Context: an optimization exercise on an open-source flow, tuned for small area, a short achievable clock period and few clock cycles. The choices shown serve that exercise and are no tape-out recipe. Function was checked by simulation only, so behaviour that the tests miss may differ from the original. No activity file was given, so power comes from the tool's default toggle rates.

==> inputs of run a <==
## normalized_cross_correlation
module normalized_cross_correlation
(
    input  logic               clk,
    input  logic               rst_n,
    input  logic               pixel_valid,
    output logic               pixel_ready,
    input  logic [7:0]         scene_pixel,
    input  logic [7:0]         templ_pixel,
    input  logic               last_pixel,
    output logic               result_valid,
    input  logic               result_ready,
    output logic signed [15:0] correlation,
    output logic               degenerate
);
==> flow/config.mk <==
export PLATFORM = sky130hd
export DESIGN_NAME = normalized_cross_correlation
export DESIGN_NICKNAME = normalized_cross_correlation
export VERILOG_FILES = /design/flow/design.v
export SDC_FILE = /design/flow/constraint.sdc
export NUM_CORES = 4
export LEC_CHECK = 0
export CAP_MARGIN = 20
export CORE_MARGIN = 2
export CORE_UTILIZATION = 55
export SETUP_SLACK_MARGIN = 5
export SLEW_MARGIN = 20
==> flow/constraint.sdc <==
create_clock -name core_clock -period 11.0 [get_ports {clk}]
set_input_delay 2.2000 -clock core_clock [delete_from_list [all_inputs] [get_ports {clk}]]
set_output_delay 2.2000 -clock core_clock [all_outputs]
set_load 0.01 [all_outputs]
run.sh (not shown) runs the stock make flow with config.mk's settings and CLKGATE_MAP_FILE= SYNTH_SCRIPT=/design/flow/synth_recipe.tcl, a recipe that flattens the netlist after the stock synthesis.
==> run b: changes against run a <==
--- a/flow/design.v
+++ b/flow/design.v
@@ -80,10 +80,11 @@
     input  logic               result_ready,
     output logic signed [15:0] correlation,
     output logic               degenerate
 );
     localparam logic [2:0] ST_IDLE = 3'd0;
+    localparam logic [2:0] ST_NEG  = 3'd1;
     localparam logic [2:0] ST_S1   = 3'd2;
     localparam logic [2:0] ST_XFER = 3'd3;
     localparam logic [2:0] ST_S2   = 3'd4;
     localparam logic [2:0] ST_DIV  = 3'd5;
     localparam logic [2:0] ST_FIN  = 3'd6;
@@ -136,11 +137,12 @@
     logic               ci_1, ci_2, ci_3;
     logic [V_W:0]       sum_1, sum_2, sum_3;
     logic [93:0]        dv, dd;
     assign dv = {vh, ae, be};
     assign dd = {2'b00, ad, pw[M_W-1:0]} ^ {94{sub}};
-    logic               s1a, s1b, s1c, s2, dvs, xfer, fin;
+    logic               s1a, s1b, s1c, s2, dvs, xfer, fin, ngs;
+    logic               g1, g2;      
     logic               s1x2, s1ya, s1yb, sqs, bit_end;
     logic [18:0]        rem_sh;
     logic [16:0]        trial;
     assign s1x2    = s1a || s1c;
     assign s1ya    = s1a && nb;
@@ -155,54 +157,45 @@
              | ({V_W{s1b}} & pv)
              | ({V_W{s2}}  & V_W'(ad))
              | ({V_W{dvs}} & dv[46:0]);
         y_1  = ({V_W{s1ya}} & V_W'(x1))
              | ({V_W{s1yb && ab}} & ~(V_W'(a1)))
-             | ({V_W{s2 && pw[0]}} & V_W'(pv[M_W-1:0]))
+             | ({V_W{g1}} & V_W'(pv[M_W-1:0]))
              | ({V_W{dvs}} & dd[46:0]);
         ci_1 = (s1yb && ab) || (dvs && sub);
         x_2  = ({V_W{s1x2}} & {pw[V_W-2:0], 1'b0})
              | ({V_W{s1b}} & pw)
              | ({V_W{s2}}  & V_W'(ae))
              | ({V_W{dvs}} & dv[93:47]);
         y_2  = ({V_W{s1ya}} & V_W'(x2))
              | ({V_W{s1yb && bb}} & ~(V_W'(b1)))
-             | ({V_W{s2 && be[0]}} & V_W'(pc[M_W-1:0]))
+             | ({V_W{g2}} & V_W'(pc[M_W-1:0]))
              | ({V_W{dvs}} & dd[93:47]);
         ci_2 = (s1yb && bb) || (dvs && sum_1[V_W]);
         x_3  = ({V_W{s1x2}} & {pc[V_W-2:0], 1'b0})
              | ({V_W{s1b || xfer}} & (pc ^ {V_W{xfer && pc[V_W-1]}}))
-             | ({V_W{sqs}} & V_W'(rem_sh));
+             | ({V_W{sqs}} & V_W'(rem_sh))
+             | ({V_W{ngs}} & V_W'(root ^ {16{neg}}));
         y_3  = ({V_W{s1ya}} & V_W'(x3))
              | ({V_W{s1yb && ab}} & ~(V_W'(b1)))
              | ({V_W{sqs}} & ~(V_W'(trial)));
-        ci_3 = (s1yb && ab) || (xfer && pc[V_W-1]) || sqs;
+        ci_3 = (s1yb && ab) || (xfer && pc[V_W-1]) || sqs || (ngs && neg);
     end
     ncc_add #(.W(V_W), .LATE_CI(1'b0)) u_lane1 (.a(x_1), .b(y_1), .ci(ci_1), .s(sum_1));
     ncc_add #(.W(V_W), .LATE_CI(1'b1)) u_lane2 (.a(x_2), .b(y_2), .ci(ci_2), .s(sum_2));
     ncc_add #(.W(V_W), .LATE_CI(1'b0)) u_lane3 (.a(x_3), .b(y_3), .ci(ci_3), .s(sum_3));
     logic [93:0]        dsum;
     logic               q;
     assign dsum = {sum_2[V_W-1:0], sum_1[V_W-1:0]};
     assign q    = !dsum[93];
     logic [16:0]        rem_nx;
     logic [15:0]        root_nx;
-    assign rem_nx  = sum_3[V_W-1] ? rem_sh[16:0] : sum_3[16:0];
-    assign root_nx = {root[14:0], !sum_3[V_W-1]};
+    assign rem_nx  = sum_3[18] ? rem_sh[16:0] : sum_3[16:0];
+    assign root_nx = {root[14:0], !sum_3[18]};
     logic [15:0]        corr_nx;
     logic               emit;
-    always_comb
-    begin
-        if (deg)
-            corr_nx = '0;
-        else if (neg)
-            corr_nx = -root;
-        else if (root[15])
-            corr_nx = 16'h7FFF;
-        else
-            corr_nx = root;
-    end
+    assign corr_nx = neg ? sum_3[15:0] : (root[15] ? 16'h7FFF : root);
     assign emit = (state == ST_DONE) && result_ready;
     logic [2:0]         state_nx;
     always_comb
     begin
         state_nx = state;
@@ -220,10 +213,12 @@
                     state_nx = ST_DIV;
             ST_DIV:
                 if (j == '0)
                     state_nx = ST_FIN;
             ST_FIN:
+                state_nx = ST_NEG;
+            ST_NEG:
                 state_nx = ST_DONE;
             ST_DONE:
                 if (emit)
                     state_nx = ST_IDLE;
             default:
@@ -235,37 +230,36 @@
         if (!rst_n)
         begin
             state     <= ST_IDLE;
             full_reg  <= 1'b0;
             valid_reg <= 1'b0;
-            s1a       <= 1'b0;
-            s1b       <= 1'b0;
-            s1c       <= 1'b0;
-            fin       <= 1'b0;
-            s2        <= 1'b0;
-            dvs       <= 1'b0;
-            xfer      <= 1'b0;
         end
         else
         begin
             state <= state_nx;
-            s1a   <= (state_nx == ST_S1) && ((state == ST_IDLE) || bit_end) && nb_f;
-            s1c   <= (state_nx == ST_S1) && ((state == ST_IDLE) || bit_end) && !nb_f;
-            s1b   <= (state_nx == ST_S1) && s1a && !bit_end;
-            fin   <= (state_nx == ST_FIN);
-            s2    <= (state_nx == ST_S2);
-            dvs   <= (state_nx == ST_DIV);
-            xfer  <= (state_nx == ST_XFER);
             if (load)
                 full_reg <= 1'b1;
             if ((state == ST_S1) && (state_nx == ST_XFER))
                 full_reg <= 1'b0;
             valid_reg <= (state_nx == ST_DONE);
         end
     end
     always_ff @(posedge clk)
     begin
+        s1a  <= (state_nx == ST_S1) && ((state == ST_IDLE) || bit_end) && nb_f;
+        s1c  <= (state_nx == ST_S1) && ((state == ST_IDLE) || bit_end) && !nb_f;
+        s1b  <= (state_nx == ST_S1) && s1a && !bit_end;
+        fin  <= (state_nx == ST_FIN);
+        ngs  <= (state_nx == ST_NEG);
+        s2   <= (state_nx == ST_S2);
+        dvs  <= (state_nx == ST_DIV);
+        xfer <= (state_nx == ST_XFER);
+        g1   <= (state_nx == ST_S2) && ((state == ST_S2) ? pw[1] : pw[0]);
+        g2   <= (state_nx == ST_S2) && ((state == ST_S2) ? be[1] : sum_3[0]);
+    end
+    always_ff @(posedge clk)
+    begin
         if (load)
         begin
             n1 <= n_in;
             a1 <= ss_in;
             b1 <= st_in;
@@ -299,10 +293,11 @@
             begin
                 deg <= (pv == '0) || (pw == '0);
                 neg <= pc[V_W-1];
                 pc  <= sum_3[V_W-1:0];
                 be  <= sum_3[M_W-1:0];
+                root <= '0;
                 ad  <= '0;
                 ae  <= '0;
                 j   <= k2 - 1'b1;
             end
             ST_S2:
@@ -336,16 +331,18 @@
             ST_FIN:
             begin
                 rem  <= rem_nx;
                 root <= root_nx;
             end
+            ST_NEG:
+                root <= corr_nx;
             default: ;
         endcase
     end
     assign full         = full_reg;
     assign result_valid = valid_reg;
-    assign correlation  = $signed(corr_nx);
+    assign correlation  = $signed(root);
     assign degenerate   = deg;
 endmodule
 import ncc_pkg::*;
 module ncc_dp
 (
==> flow/flow/run.sh (new file) <==
#!/bin/bash
set -euo pipefail
bash standard.sh SETUP_SLACK_MARGIN=6 finish > standard.log 2>&1
==> flow/standard.sh (new file) <==
#!/bin/bash
# synth_recipe.tcl (not shown) runs the flow's synth.tcl, then flattens the netlist and writes it again
# the make line also repeats each setting of config.mk as NAME=value (left out here)
make -C /OpenROAD-flow-scripts/flow DESIGN_CONFIG=/design/flow/config.mk WORK_HOME=/design/flow/orfs CLKGATE_MAP_FILE= SYNTH_SCRIPT=/design/flow/synth_recipe.tcl "${@:-finish}"
Settings changed: SETUP_SLACK_MARGIN 5 to unset.
removed: flow/run.sh
==> run c: changes against run a <==
--- a/flow/design.v
+++ b/flow/design.v
@@ -80,10 +80,11 @@
     input  logic               result_ready,
     output logic signed [15:0] correlation,
     output logic               degenerate
 );
     localparam logic [2:0] ST_IDLE = 3'd0;
+    localparam logic [2:0] ST_NEG  = 3'd1;
     localparam logic [2:0] ST_S1   = 3'd2;
     localparam logic [2:0] ST_XFER = 3'd3;
     localparam logic [2:0] ST_S2   = 3'd4;
     localparam logic [2:0] ST_DIV  = 3'd5;
     localparam logic [2:0] ST_FIN  = 3'd6;
@@ -136,11 +137,11 @@
     logic               ci_1, ci_2, ci_3;
     logic [V_W:0]       sum_1, sum_2, sum_3;
     logic [93:0]        dv, dd;
     assign dv = {vh, ae, be};
     assign dd = {2'b00, ad, pw[M_W-1:0]} ^ {94{sub}};
-    logic               s1a, s1b, s1c, s2, dvs, xfer, fin;
+    logic               s1a, s1b, s1c, s2, dvs, xfer, fin, ngs;
     logic               s1x2, s1ya, s1yb, sqs, bit_end;
     logic [18:0]        rem_sh;
     logic [16:0]        trial;
     assign s1x2    = s1a || s1c;
     assign s1ya    = s1a && nb;
@@ -169,40 +170,31 @@
              | ({V_W{s2 && be[0]}} & V_W'(pc[M_W-1:0]))
              | ({V_W{dvs}} & dd[93:47]);
         ci_2 = (s1yb && bb) || (dvs && sum_1[V_W]);
         x_3  = ({V_W{s1x2}} & {pc[V_W-2:0], 1'b0})
              | ({V_W{s1b || xfer}} & (pc ^ {V_W{xfer && pc[V_W-1]}}))
-             | ({V_W{sqs}} & V_W'(rem_sh));
+             | ({V_W{sqs}} & V_W'(rem_sh))
+             | ({V_W{ngs}} & V_W'(root ^ {16{neg}}));
         y_3  = ({V_W{s1ya}} & V_W'(x3))
              | ({V_W{s1yb && ab}} & ~(V_W'(b1)))
              | ({V_W{sqs}} & ~(V_W'(trial)));
-        ci_3 = (s1yb && ab) || (xfer && pc[V_W-1]) || sqs;
+        ci_3 = (s1yb && ab) || (xfer && pc[V_W-1]) || sqs || (ngs && neg);
     end
     ncc_add #(.W(V_W), .LATE_CI(1'b0)) u_lane1 (.a(x_1), .b(y_1), .ci(ci_1), .s(sum_1));
     ncc_add #(.W(V_W), .LATE_CI(1'b1)) u_lane2 (.a(x_2), .b(y_2), .ci(ci_2), .s(sum_2));
     ncc_add #(.W(V_W), .LATE_CI(1'b0)) u_lane3 (.a(x_3), .b(y_3), .ci(ci_3), .s(sum_3));
     logic [93:0]        dsum;
     logic               q;
     assign dsum = {sum_2[V_W-1:0], sum_1[V_W-1:0]};
     assign q    = !dsum[93];
     logic [16:0]        rem_nx;
     logic [15:0]        root_nx;
-    assign rem_nx  = sum_3[V_W-1] ? rem_sh[16:0] : sum_3[16:0];
-    assign root_nx = {root[14:0], !sum_3[V_W-1]};
+    assign rem_nx  = sum_3[18] ? rem_sh[16:0] : sum_3[16:0];
+    assign root_nx = {root[14:0], !sum_3[18]};
     logic [15:0]        corr_nx;
     logic               emit;
-    always_comb
-    begin
-        if (deg)
-            corr_nx = '0;
-        else if (neg)
-            corr_nx = -root;
-        else if (root[15])
-            corr_nx = 16'h7FFF;
-        else
-            corr_nx = root;
-    end
+    assign corr_nx = neg ? sum_3[15:0] : (root[15] ? 16'h7FFF : root);
     assign emit = (state == ST_DONE) && result_ready;
     logic [2:0]         state_nx;
     always_comb
     begin
         state_nx = state;
@@ -220,10 +212,12 @@
                     state_nx = ST_DIV;
             ST_DIV:
                 if (j == '0)
                     state_nx = ST_FIN;
             ST_FIN:
+                state_nx = ST_NEG;
+            ST_NEG:
                 state_nx = ST_DONE;
             ST_DONE:
                 if (emit)
                     state_nx = ST_IDLE;
             default:
@@ -239,10 +233,11 @@
             valid_reg <= 1'b0;
             s1a       <= 1'b0;
             s1b       <= 1'b0;
             s1c       <= 1'b0;
             fin       <= 1'b0;
+            ngs       <= 1'b0;
             s2        <= 1'b0;
             dvs       <= 1'b0;
             xfer      <= 1'b0;
         end
         else
@@ -250,10 +245,11 @@
             state <= state_nx;
             s1a   <= (state_nx == ST_S1) && ((state == ST_IDLE) || bit_end) && nb_f;
             s1c   <= (state_nx == ST_S1) && ((state == ST_IDLE) || bit_end) && !nb_f;
             s1b   <= (state_nx == ST_S1) && s1a && !bit_end;
             fin   <= (state_nx == ST_FIN);
+            ngs   <= (state_nx == ST_NEG);
             s2    <= (state_nx == ST_S2);
             dvs   <= (state_nx == ST_DIV);
             xfer  <= (state_nx == ST_XFER);
             if (load)
                 full_reg <= 1'b1;
@@ -299,10 +295,11 @@
             begin
                 deg <= (pv == '0) || (pw == '0);
                 neg <= pc[V_W-1];
                 pc  <= sum_3[V_W-1:0];
                 be  <= sum_3[M_W-1:0];
+                root <= '0;
                 ad  <= '0;
                 ae  <= '0;
                 j   <= k2 - 1'b1;
             end
             ST_S2:
@@ -336,16 +333,18 @@
             ST_FIN:
             begin
                 rem  <= rem_nx;
                 root <= root_nx;
             end
+            ST_NEG:
+                root <= corr_nx;
             default: ;
         endcase
     end
     assign full         = full_reg;
     assign result_valid = valid_reg;
-    assign correlation  = $signed(corr_nx);
+    assign correlation  = $signed(root);
     assign degenerate   = deg;
 endmodule
 import ncc_pkg::*;
 module ncc_dp
 (
==> run notes <==
First-iteration DRC count, highest first: run a, run b, run c. The lowest critical path depth belongs to run b, the highest to run a. Fmax, lowest first: run c, run a, run b. Register-to-register slack is about the same in run c and run a. Of run b and run c, run b has the higher global-route usage (gap 1.9 points). In run c the sequential share of layout area is higher than in run b, by 1.7 points. Against run a, the flip-flop and latch count of run c is higher by 1.
==> figures <==
Maximum number of pins on one net before global-route repair: run a 156; run c 163; run b 155
Share of synthesized area occupied by flip-flops and latches: run a 0.4097; run c 0.4144; run b 0.4118
Inserted tap cell count: run a 1070; run c 1060; run b 1070
Total placed instance area: run a 0.04678 mm2; run c 0.04629 mm2; run b 0.04656 mm2
Status: run a finished clean; run c finished clean; run b finished clean
Flop-to-flop setup slack: run a 5.11 ns; run c 5.10 ns; run b 5.94 ns
Count of distinct cell types in the synthesized netlist: run a 90; run c 79; run b 88
Post-synth top area share: run a 0.3226; run c 0.3258; run b 0.3238
Starting density of the core: run a 0.5553; run c 0.5577; run b 0.5540
Static Leak: run a 21.10 nW; run c 21.51 nW; run b 21.77 nW
Fraction of met2 tracks used by global routing: run a 0.5102; run c 0.5915; run b 0.5986
Largest vdd supply drop: run a 0.2681 mV; run c 0.1407 mV; run b 0.1770 mV
Post-layout instance area: run a 0.04992 mm2; run c 0.04954 mm2; run b 0.05196 mm2
Clock network share of area: run a 0.05304; run c 0.05397; run b 0.05261
Switching portion of total power: run a 0.4380; run c 0.4220; run b 0.4531
Testbench counts of run a, summed over its fixed seeds: cycles 45,401.
Testbench counts of run b, summed over its fixed seeds: cycles 45,499.
Testbench counts of run c, summed over its fixed seeds: cycles 45,499.


==> inputs of job 8811 <==
normalized_cross_correlation, a different RTL version from the one above (not shown whole).
Settings: LEC_CHECK=0, CAP_MARGIN=20, CORE_MARGIN=2, CORE_UTILIZATION=40, SETUP_SLACK_MARGIN=5, SLEW_MARGIN=20; clock period 11.0 ns.
Stock flow here: none of the scripts above is used.
==> job 3018 (differences from job 8811) <==
--- a/flow/design.v
+++ b/flow/design.v
@@ -4,42 +4,14 @@
     localparam int SUM_W   = 24;    
     localparam int SQ_W    = 32;    
     localparam int V_W     = 47;    
     localparam int M_W     = 46;    
     localparam int R_W     = 92;    
 endpackage
 import ncc_pkg::*;
-module ncc_mul
-(
-    input  logic [16:0] rem,
-    input  logic [15:0] root,
-    input  logic [1:0]  bits,
-    output logic [16:0] rem_next,
-    output logic [15:0] root_next
-);
-    logic [18:0] rem_sh;
-    logic [18:0] trial;
-    logic [18:0] diff;
-    assign rem_sh = {rem, bits};
-    assign trial  = {root[14:0], 2'b01};
-    assign diff   = rem_sh - trial;
-    always_comb
-    begin
-        if (!diff[18])
-        begin
-            rem_next  = diff[16:0];
-            root_next = {root[14:0], 1'b1};
-        end
-        else
-        begin
-            rem_next  = rem_sh[16:0];
-            root_next = {root[14:0], 1'b0};
-        end
-    end
-endmodule
 module ncc_add
 #(
     parameter int W       = 47,
     parameter bit LATE_CI = 1'b0
 )
 (
     input  logic [W-1:0] a,
@@ -106,30 +78,28 @@
     input  logic [SQ_W-1:0]    sst_in,
     output logic               result_valid,
     input  logic               result_ready,
     output logic signed [15:0] correlation,
     output logic               degenerate
 );
     localparam logic [2:0] ST_IDLE = 3'd0;
-    localparam logic [2:0] ST_INIT = 3'd1;
     localparam logic [2:0] ST_S1   = 3'd2;
     localparam logic [2:0] ST_XFER = 3'd3;
     localparam logic [2:0] ST_S2   = 3'd4;
     localparam logic [2:0] ST_DIV  = 3'd5;
     localparam logic [2:0] ST_FIN  = 3'd6;
     localparam logic [2:0] ST_DONE = 3'd7;
     logic [2:0]         state;
     logic               full_reg;
     logic               valid_reg;
     logic [5:0]         j;
     logic [COUNT_W-1:0] n1;
     logic [SUM_W-1:0]   a1, b1;
     logic [SQ_W-1:0]    x1, x2, x3;
     logic               nb, ab, bb;
-    logic               ph;
     logic [V_W-1:0]     pv, pw, pc;
     logic [M_W-1:0]     ad, ae, be;
     logic [1:0]         vh;
     logic               sub;
     logic               neg, deg;
     logic [1:0]         qb;
     logic [16:0]        rem;
@@ -156,65 +126,74 @@
             if (k_src[i])
                 k2 = 6'(i + 2);
         if (k_src[M_W-1])
             k2 = 6'(M_W);
     end
     logic [4:0]         bsel;
     logic [SUM_W-1:0]   n1x;
-    assign bsel = (state == ST_INIT) ? k1 : j[4:0];
+    logic               nb_f;
+    assign bsel = (state == ST_IDLE) ? k1 : j[4:0];
     assign n1x  = SUM_W'(n1);
+    assign nb_f = n1x[bsel];
     logic [V_W-1:0]     x_1, y_1, x_2, y_2, x_3, y_3;
     logic               ci_1, ci_2, ci_3;
     logic [V_W:0]       sum_1, sum_2, sum_3;
     logic [93:0]        dv, dd;
     assign dv = {vh, ae, be};
     assign dd = {2'b00, ad, pw[M_W-1:0]} ^ {94{sub}};
-    logic               s1a, s1b, s2, dvs, xfer;
+    logic               s1a, s1b, s1c, s2, dvs, xfer, fin;
+    logic               s1x2, s1ya, s1yb, sqs, bit_end;
+    logic [18:0]        rem_sh;
+    logic [16:0]        trial;
+    assign s1x2    = s1a || s1c;
+    assign s1ya    = s1a && nb;
+    assign s1yb    = s1b || s1c;
+    assign bit_end = s1b || s1c || (s1a && !ab && !bb);
+    assign sqs     = (dvs && j[0]) || fin;
+    assign rem_sh  = {rem, qb};
+    assign trial   = {root[14:0], 2'b01};
     always_comb
     begin
-        x_1  = ({V_W{s1a}} & {pv[V_W-2:0], 1'b0})
+        x_1  = ({V_W{s1x2}} & {pv[V_W-2:0], 1'b0})
              | ({V_W{s1b}} & pv)
              | ({V_W{s2}}  & V_W'(ad))
              | ({V_W{dvs}} & dv[46:0]);
-        y_1  = ({V_W{s1a && nb}} & V_W'(x1))
-             | ({V_W{s1b && ab}} & ~(V_W'(a1)))
+        y_1  = ({V_W{s1ya}} & V_W'(x1))
+             | ({V_W{s1yb && ab}} & ~(V_W'(a1)))
              | ({V_W{s2 && pw[0]}} & V_W'(pv[M_W-1:0]))
              | ({V_W{dvs}} & dd[46:0]);
-        ci_1 = (s1b && ab) || (dvs && sub);
-        x_2  = ({V_W{s1a}} & {pw[V_W-2:0], 1'b0})
+        ci_1 = (s1yb && ab) || (dvs && sub);
+        x_2  = ({V_W{s1x2}} & {pw[V_W-2:0], 1'b0})
              | ({V_W{s1b}} & pw)
              | ({V_W{s2}}  & V_W'(ae))
              | ({V_W{dvs}} & dv[93:47]);
-        y_2  = ({V_W{s1a && nb}} & V_W'(x2))
-             | ({V_W{s1b && bb}} & ~(V_W'(b1)))
+        y_2  = ({V_W{s1ya}} & V_W'(x2))
+             | ({V_W{s1yb && bb}} & ~(V_W'(b1)))
              | ({V_W{s2 && be[0]}} & V_W'(pc[M_W-1:0]))
              | ({V_W{dvs}} & dd[93:47]);
-        ci_2 = (s1b && bb) || (dvs && sum_1[V_W]);
-        x_3  = ({V_W{s1a}} & {pc[V_W-2:0], 1'b0})
-             | ({V_W{s1b || xfer}} & (pc ^ {V_W{xfer && pc[V_W-1]}}));
-        y_3  = ({V_W{s1a && nb}} & V_W'(x3))
-             | ({V_W{s1b && ab}} & ~(V_W'(b1)));
-        ci_3 = (s1b && ab) || (xfer && pc[V_W-1]);
+        ci_2 = (s1yb && bb) || (dvs && sum_1[V_W]);
+        x_3  = ({V_W{s1x2}} & {pc[V_W-2:0], 1'b0})
+             | ({V_W{s1b || xfer}} & (pc ^ {V_W{xfer && pc[V_W-1]}}))
+             | ({V_W{sqs}} & V_W'(rem_sh));
+        y_3  = ({V_W{s1ya}} & V_W'(x3))
+             | ({V_W{s1yb && ab}} & ~(V_W'(b1)))
+             | ({V_W{sqs}} & ~(V_W'(trial)));
+        ci_3 = (s1yb && ab) || (xfer && pc[V_W-1]) || sqs;
     end
     ncc_add #(.W(V_W), .LATE_CI(1'b0)) u_lane1 (.a(x_1), .b(y_1), .ci(ci_1), .s(sum_1));
     ncc_add #(.W(V_W), .LATE_CI(1'b1)) u_lane2 (.a(x_2), .b(y_2), .ci(ci_2), .s(sum_2));
     ncc_add #(.W(V_W), .LATE_CI(1'b0)) u_lane3 (.a(x_3), .b(y_3), .ci(ci_3), .s(sum_3));
     logic [93:0]        dsum;
     logic               q;
     assign dsum = {sum_2[V_W-1:0], sum_1[V_W-1:0]};
     assign q    = !dsum[93];
     logic [16:0]        rem_nx;
     logic [15:0]        root_nx;
-    ncc_mul u_sqrt (
-        .rem       (rem),
-        .root      (root),
-        .bits      (qb),
-        .rem_next  (rem_nx),
-        .root_next (root_nx)
-    );
+    assign rem_nx  = sum_3[V_W-1] ? rem_sh[16:0] : sum_3[16:0];
+    assign root_nx = {root[14:0], !sum_3[V_W-1]};
     logic [15:0]        corr_nx;
     logic               emit;
     always_comb
     begin
         if (deg)
             corr_nx = '0;
         else if (neg)
@@ -228,19 +207,17 @@
     logic [2:0]         state_nx;
     always_comb
     begin
         state_nx = state;
         case (state)
             ST_IDLE:
                 if (full_reg)
-                    state_nx = ST_INIT;
-            ST_INIT:
-                state_nx = ST_S1;
+                    state_nx = ST_S1;
             ST_S1:
-                if (ph && (j == 6'h3F))
+                if (bit_end && (j == 6'h3F))
                     state_nx = ST_XFER;
             ST_XFER:
                 state_nx = ((pv == '0) || (pw == '0)) ? ST_DONE : ST_S2;
             ST_S2:
                 if (j == '0)
                     state_nx = ST_DIV;
             ST_DIV:
@@ -260,23 +237,27 @@
         if (!rst_n)
         begin
             state     <= ST_IDLE;
             full_reg  <= 1'b0;
             valid_reg <= 1'b0;
             s1a       <= 1'b0;
             s1b       <= 1'b0;
+            s1c       <= 1'b0;
+            fin       <= 1'b0;
             s2        <= 1'b0;
             dvs       <= 1'b0;
             xfer      <= 1'b0;
         end
         else
         begin
             state <= state_nx;
-            s1a   <= (state_nx == ST_S1) && ((state == ST_INIT) || ph);
-            s1b   <= (state_nx == ST_S1) && (state == ST_S1) && !ph;
+            s1a   <= (state_nx == ST_S1) && ((state == ST_IDLE) || bit_end) && nb_f;
+            s1c   <= (state_nx == ST_S1) && ((state == ST_IDLE) || bit_end) && !nb_f;
+            s1b   <= (state_nx == ST_S1) && s1a && !bit_end;
+            fin   <= (state_nx == ST_FIN);
             s2    <= (state_nx == ST_S2);
             dvs   <= (state_nx == ST_DIV);
             xfer  <= (state_nx == ST_XFER);
             if (load)
                 full_reg <= 1'b1;
             if ((state == ST_S1) && (state_nx == ST_XFER))
                 full_reg <= 1'b0;
@@ -293,36 +274,34 @@
             n1 <= n_in;
             a1 <= ss_in;
             b1 <= st_in;
             x1 <= sss_in;
             x2 <= stt_in;
             x3 <= sst_in;
         end
-        if ((state == ST_INIT) || s1b)
+        if (((state == ST_IDLE) && full_reg) || bit_end)
         begin
-            nb <= n1x[bsel];
+            nb <= nb_f;
             ab <= a1[bsel];
             bb <= b1[bsel];
         end
         case (state)
-            ST_INIT:
+            ST_IDLE:
             begin
-                ph <= 1'b0;
                 j  <= 6'(k1) - 1'b1;
                 pv <= '0;
                 pw <= '0;
                 pc <= '0;
             end
             ST_S1:
             begin
                 pv <= sum_1[V_W-1:0];
                 pw <= sum_2[V_W-1:0];
                 pc <= sum_3[V_W-1:0];
-                ph <= !ph;
-                if (ph)
+                if (bit_end)
                     j <= j - 1'b1;
             end
             ST_XFER:
             begin
                 deg <= (pv == '0) || (pw == '0);
                 neg <= pc[V_W-1];
                 pc  <= sum_3[V_W-1:0];
==> run notes <==
                                                                 job 8811  job 3018
Initial detailed-routing violation count                             3627      4773
Switching power of the nets                                       7.23 mW   6.41 mW
Number of nets in the final layout                                   5152      5063
Area share of the leading cell type in the synthesized netlist      32.7%     32.7%
# placed instances                                                   6103      6039
Power consumption                                                 15.6 mW   14.3 mW
Clock skew after layout                                           30.1 ps   48.8 ps
Data-path buffer share of cell area in the final layout             2.27%     1.96%
Final worst path period need                                      5960 ps   5740 ps
Run status                               no timing/DRC/antenna violations  no timing/DRC/antenna violations
Share of the synthesized area in compound gates (AO/OA/AOI/OAI)     16.0%     16.3%
Global-route track usage on met3                                    3.53%     4.72%
Share of total power in sequential cells                            33.0%     35.5%
Testbench counts of job 8811, summed over its fixed seeds: cycles 47,345.
Testbench counts of job 3018, summed over its fixed seeds: cycles 45,409.

## re-timing with driven ports
The results above use ideal ports. As a check the final layouts listed here were re-extracted and re-timed, cells and wires unchanged. Step 1: set_driving_cell puts a clkbuf_16 on clk and a buf_2 on each other input, an assumption about the parent block. Step 2 moves the port delays by t, midway between the first and last clock arrival at a register: inputs arrive t later, outputs are due t later. That takes back most of the time a late clock gives input paths. Three values: no drivers, after step 1, after step 2; two values: the first two.
run	t, ns	setup WS [ns]	worst setup path after step 2	worst data-port slew with drivers (ns)
run a	0.699	5.112 / 5.112 / 5.112	register to register	0.06
run b	0.735	5.945 / 5.945 / 5.945	register to register	0.04
run c	0.719	5.103 / 5.103 / 5.103	register to register	0.04
job 8811	0.721	5.045 / 5.045 / 5.045	register to register	0.04
job 3018	0.722	5.258 / 5.258 / 5.258	register to register	0.04
After both steps setup and hold are still met in every run listed.
